What follows belongs to an exercise in optimizing a design on an open flow for small area, a short achievable clock period and few clock cycles per item; a production flow would make more cautious choices. In this exercise RTL edits were held to simulation tests only and were not proved equivalent to the original. Power and IR drop assume default switching activity.

==> flow/design.v <==
`default_nettype none
package bmem_pkg;
    localparam int WORD_BITS = 32;
    localparam int BEAT_BITS = 64;
    localparam int LINE_BITS = 256;
    localparam int BEATS_PER_LINE = LINE_BITS / BEAT_BITS;
    localparam int WORDS_PER_LINE = LINE_BITS / WORD_BITS;
    localparam int OFFSET_BITS = $clog2(LINE_BITS / 8);
    typedef union packed {
        logic [BEATS_PER_LINE-1:0][BEAT_BITS-1:0] beats;
        logic [WORDS_PER_LINE-1:0][WORD_BITS-1:0] words;
    } line_t;
endpackage
`default_nettype wire
`default_nettype none
module bmem_bridge
#(
    parameter int ADDR_W = 32
) (
    input  wire logic                 clk,
    input  wire logic                 rst,
    input  wire logic                 fetch_req_i,
    input  wire logic [ADDR_W-1:0]    fetch_addr_i,
    output logic                      fetch_resp_o,
    output logic      [bmem_pkg::WORD_BITS-1:0] fetch_word_o,
    input  wire logic                 dline_read_i,
    input  wire logic                 dline_write_i,
    input  wire logic [ADDR_W-1:0]    dline_addr_i,
    input  wire logic [bmem_pkg::LINE_BITS-1:0] dline_wdata_i,
    output logic                      dline_resp_o,
    output logic      [bmem_pkg::LINE_BITS-1:0] dline_rdata_o,
    output logic      [ADDR_W-1:0]    bmem_addr_o,
    output logic                      bmem_read_o,
    output logic                      bmem_write_o,
    output logic      [bmem_pkg::BEAT_BITS-1:0] bmem_wdata_o,
    input  wire logic                 bmem_ready_i,
    input  wire logic [bmem_pkg::BEAT_BITS-1:0] bmem_rdata_i,
    input  wire logic                 bmem_rvalid_i
);
    localparam int OFF   = bmem_pkg::OFFSET_BITS;
    localparam int TAG_W = ADDR_W - OFF;
    localparam int SNOOP_W = 12;
    logic [3:0][63:0]   buf_q;
    logic [TAG_W-1:0]   tag_q;
    logic               iv_q;        
    logic               rd_busy;
    logic               rd_data_q;   
    logic [3:0]         st_q;        
    logic [3:0]         arr_q;
    logic               wr_act_q;
    logic [3:0]         wsel_q;
    logic               rlock_q;
    logic               rlock_data_q;
    logic               f_match;
    logic [3:0]         f_ok;
    logic [63:0]        f_beat;
    logic [31:0]        f_buf_word;
    logic [31:0]        f_bus_word;
    assign rd_busy = |arr_q;
    assign f_match = iv_q && (tag_q == fetch_addr_i[ADDR_W-1:OFF]);
    assign f_ok    = st_q | (arr_q & {4{bmem_rvalid_i && !rd_data_q}});
    assign f_beat     = buf_q[fetch_addr_i[4:3]];
    assign f_buf_word = fetch_addr_i[2] ? f_beat[63:32] : f_beat[31:0];
    assign f_bus_word = fetch_addr_i[2] ? bmem_rdata_i[63:32] : bmem_rdata_i[31:0];
    assign fetch_resp_o = fetch_req_i && f_match && f_ok[fetch_addr_i[4:3]];
    assign fetch_word_o = st_q[fetch_addr_i[4:3]] ? f_buf_word : f_bus_word;
    logic               f_miss;
    logic               d_pend;
    logic               g_fetch;
    logic               g_dread;
    logic               g_write;
    logic               a_data;
    logic               fmiss_q;
    logic [5:0]         dwait_q;
    logic               d_rd_ok;
    logic               d_late;
    logic               f_first;
    assign f_miss  = fetch_req_i && !(f_match && st_q[fetch_addr_i[4:3]]);
    assign d_late  = (dwait_q == 6'h3f);
    assign f_first = fmiss_q && !d_late;
    assign d_rd_ok = !fetch_req_i || f_miss || (fetch_addr_i[4:3] == 2'd3) || d_late;
    assign d_pend  = dline_read_i || dline_write_i;
    assign g_fetch = !rd_busy && !wr_act_q && (rlock_q ? !rlock_data_q : (f_miss && (f_first || !d_pend)));
    assign g_write = !rd_busy && (wr_act_q || (!rlock_q && dline_write_i && !f_first));
    assign g_dread = !rd_busy && !wr_act_q && (rlock_q ? rlock_data_q : (dline_read_i && !f_first && d_rd_ok));
    assign a_data  = (d_pend && !f_first && !rlock_q) || wr_act_q || (rlock_q && rlock_data_q);
    assign bmem_read_o  = g_fetch || g_dread;
    assign bmem_write_o = g_write;
    assign bmem_addr_o  = {(a_data ? dline_addr_i[ADDR_W-1:OFF] : fetch_addr_i[ADDR_W-1:OFF]), {OFF{1'b0}}};
    always_comb begin
        bmem_wdata_o = '0;
        for (int k = 0; k < 4; k++) begin
            bmem_wdata_o = bmem_wdata_o | (dline_wdata_i[64*k +: 64] & {64{wsel_q[k]}});
        end
    end
    logic               last_rbeat;
    logic               last_wbeat;
    assign last_rbeat = arr_q[3] && bmem_rvalid_i;
    assign last_wbeat = wsel_q[3] && bmem_ready_i;
    assign dline_resp_o  = (last_rbeat && rd_data_q) || last_wbeat;
    assign dline_rdata_o = {bmem_rdata_i, buf_q[2], buf_q[1], buf_q[0]};
    always_ff @(posedge clk) begin
        if (rst) begin
            iv_q      <= 1'b0;
            rd_data_q <= 1'b0;
            wr_act_q  <= 1'b0;
            wsel_q    <= 4'd1;
            rlock_q   <= 1'b0;
            rlock_data_q <= 1'b0;
            st_q      <= 4'd0;
            arr_q     <= 4'd0;
            fmiss_q   <= 1'b0;
            dwait_q   <= 6'd0;
        end else begin
            fmiss_q   <= (f_miss && !fetch_resp_o && !(g_fetch && bmem_ready_i)) ||
                         (fetch_resp_o && fetch_addr_i[4:3] == 2'd3);
            if (!d_pend || g_dread || g_write) begin
                dwait_q <= 6'd0;
            end else if (dwait_q != 6'h3f) begin
                dwait_q <= dwait_q + 6'd1;
            end
            if (bmem_read_o) begin
                rlock_q      <= !bmem_ready_i;
                rlock_data_q <= g_dread;
                if (bmem_ready_i) begin
                    rd_data_q <= g_dread;
                    iv_q      <= g_dread ? iv_q : 1'b1;
                    st_q      <= g_dread ? (st_q & 4'b1000) : 4'd0;
                    arr_q     <= 4'd1;
                end
            end
            if (bmem_rvalid_i) begin
                st_q   <= rd_data_q ? st_q : (st_q | arr_q);
                arr_q  <= {arr_q[2:0], 1'b0};
            end
            if (g_write) begin
                wr_act_q <= !last_wbeat;
                if (bmem_ready_i) begin
                    wsel_q <= {wsel_q[2:0], wsel_q[3]};
                end
                if (tag_q[SNOOP_W-1:0] == dline_addr_i[OFF+SNOOP_W-1:OFF]) begin
                    iv_q <= 1'b0;
                end
            end
        end
    end
    always_ff @(posedge clk) begin
        if (g_fetch && bmem_ready_i) begin
            tag_q <= bmem_addr_o[ADDR_W-1:OFF];
        end
        for (int k = 0; k < 4; k++) begin
            if (bmem_rvalid_i && arr_q[k] && !(rd_data_q && k == 3)) begin
                buf_q[k] <= bmem_rdata_i;
            end
        end
    end
endmodule
`default_nettype wire
clock: 5.0 ns
lec_check: 0
cap_margin: 20
core_area: 5 5 225 225
die_area: 0 0 230 230
setup_slack_margin: 1.6
slew_margin: 20
standard.sh (not shown) runs the stock make flow with config.mk's settings and CLKGATE_MAP_FILE= SYNTH_SCRIPT=/design/flow/synth_recipe.tcl, a recipe that flattens the netlist after the stock synthesis.
==> flow/flow/run.sh <==
#!/bin/bash
# Standard layout, with the smallest buffer on every input and output port,
# and without the slow wide OR/NOR cells (on top of the platform's don't-use
# list) in synthesis and repair.
set -euo pipefail
export BUFFER_PORTS_ARGS="-buffer_cell sky130_fd_sc_hd__buf_1"
PLATFORM_DONT_USE="sky130_fd_sc_hd__probe_p_8 sky130_fd_sc_hd__probec_p_8 sky130_fd_sc_hd__lpflow_bleeder_1 sky130_fd_sc_hd__lpflow_clkbufkapwr_1 sky130_fd_sc_hd__lpflow_clkbufkapwr_16 sky130_fd_sc_hd__lpflow_clkbufkapwr_2 sky130_fd_sc_hd__lpflow_clkbufkapwr_4 sky130_fd_sc_hd__lpflow_clkbufkapwr_8 sky130_fd_sc_hd__lpflow_clkinvkapwr_1 sky130_fd_sc_hd__lpflow_clkinvkapwr_16 sky130_fd_sc_hd__lpflow_clkinvkapwr_2 sky130_fd_sc_hd__lpflow_clkinvkapwr_4 sky130_fd_sc_hd__lpflow_clkinvkapwr_8 sky130_fd_sc_hd__lpflow_decapkapwr_12 sky130_fd_sc_hd__lpflow_decapkapwr_3 sky130_fd_sc_hd__lpflow_decapkapwr_4 sky130_fd_sc_hd__lpflow_decapkapwr_6 sky130_fd_sc_hd__lpflow_decapkapwr_8 sky130_fd_sc_hd__lpflow_inputiso0n_1 sky130_fd_sc_hd__lpflow_inputiso0p_1 sky130_fd_sc_hd__lpflow_inputiso1n_1 sky130_fd_sc_hd__lpflow_inputiso1p_1 sky130_fd_sc_hd__lpflow_inputisolatch_1 sky130_fd_sc_hd__lpflow_isobufsrc_1 sky130_fd_sc_hd__lpflow_isobufsrc_16 sky130_fd_sc_hd__lpflow_isobufsrc_2 sky130_fd_sc_hd__lpflow_isobufsrc_4 sky130_fd_sc_hd__lpflow_isobufsrc_8 sky130_fd_sc_hd__lpflow_isobufsrckapwr_16 sky130_fd_sc_hd__lpflow_lsbuf_lh_hl_isowell_tap_1 sky130_fd_sc_hd__lpflow_lsbuf_lh_hl_isowell_tap_2 sky130_fd_sc_hd__lpflow_lsbuf_lh_hl_isowell_tap_4 sky130_fd_sc_hd__lpflow_lsbuf_lh_isowell_4 sky130_fd_sc_hd__lpflow_lsbuf_lh_isowell_tap_1 sky130_fd_sc_hd__lpflow_lsbuf_lh_isowell_tap_2 sky130_fd_sc_hd__lpflow_lsbuf_lh_isowell_tap_4 sky130_fd_sc_hd__fill_1 sky130_fd_sc_hd__fill_2 sky130_fd_sc_hd__fill_4 sky130_fd_sc_hd__fill_8 "
SLOW="sky130_fd_sc_hd__or3_1 sky130_fd_sc_hd__or3_2 sky130_fd_sc_hd__or3_4 sky130_fd_sc_hd__or3b_1 sky130_fd_sc_hd__or3b_2 sky130_fd_sc_hd__or3b_4 sky130_fd_sc_hd__or4_1 sky130_fd_sc_hd__or4_2 sky130_fd_sc_hd__or4_4 sky130_fd_sc_hd__or4b_1 sky130_fd_sc_hd__or4b_2 sky130_fd_sc_hd__or4b_4 sky130_fd_sc_hd__or4bb_1 sky130_fd_sc_hd__or4bb_2 sky130_fd_sc_hd__or4bb_4 sky130_fd_sc_hd__nor4_1 sky130_fd_sc_hd__nor4_2 sky130_fd_sc_hd__nor4_4 sky130_fd_sc_hd__nor4b_1 sky130_fd_sc_hd__nor4b_2 sky130_fd_sc_hd__nor4b_4 sky130_fd_sc_hd__nor4bb_1 sky130_fd_sc_hd__nor4bb_2 sky130_fd_sc_hd__nor4bb_4"
bash standard.sh "DONT_USE_CELLS=$PLATFORM_DONT_USE $SLOW" finish > standard_flow.log 2>&1
Testbench counts at the start, summed over its fixed seeds: cycles 5,809, items 2,640.
Change:
--- a/flow/design.v
+++ b/flow/design.v
@@ -40,5 +40,4 @@
     localparam int OFF   = bmem_pkg::OFFSET_BITS;
     localparam int TAG_W = ADDR_W - OFF;
-    localparam int SNOOP_W = 12;
     logic [3:0][63:0]   buf_q;
     logic [TAG_W-1:0]   tag_q;
@@ -139,5 +138,5 @@
                     wsel_q <= {wsel_q[2:0], wsel_q[3]};
                 end
-                if (tag_q[SNOOP_W-1:0] == dline_addr_i[OFF+SNOOP_W-1:OFF]) begin
+                if (tag_q == dline_addr_i[ADDR_W-1:OFF]) begin
                     iv_q <= 1'b0;
                 end
Result: The changed run passed the timing, DRC and antenna checks. Power climbs by about 4%. Final cell count climbs by about 1.8%. Routed wire length climbs by 3.2%. Flip-flop and latch count does not change. Non-clock buffer count climbs by 12. Clock skew is about the same. Design area climbs by about 1.7%. Via count climbs by about 2.4%. Global-route usage climbs by 0.92 points. Worst hold slack gains 0.020 ns. Worst setup slack gains 0.043 ns. Die area is unchanged. Synthesized cell count climbs by about 1.8%.
Testbench counts after the change, summed over its fixed seeds: cycles 5,809, items 2,640.

==> what the ideal ports hide <==
In the flow no input, the clock included, has a driving cell. The finished layouts below were timed again as built, in two steps. Step 1 (the two cells are an assumption about what drives the block):
set clk [get_ports {clk}]
set_driving_cell -lib_cell sky130_fd_sc_hd__clkbuf_16 $clk
set_driving_cell -lib_cell sky130_fd_sc_hd__buf_2 [delete_from_list [all_inputs] $clk]
Step 2 also shifts input and output timing later by t, the mid clock arrival at the registers, as if the neighbouring blocks saw the same clock. Three values: ideal ports, drivers, drivers and shift; two values: the first two.
run | t (ns) | setup WS [ns] | worst setup path after step 2
the first run | 0.569 | 1.382 / 1.318 / 1.318 | input to output
the second run | 0.567 | 1.425 / 1.261 / 1.261 | input to output
After both steps setup and hold are still met in every run listed. The setup slack of the second run, which loses most, moves by -0.164 ns with the drivers and by -0.164 ns with both steps.
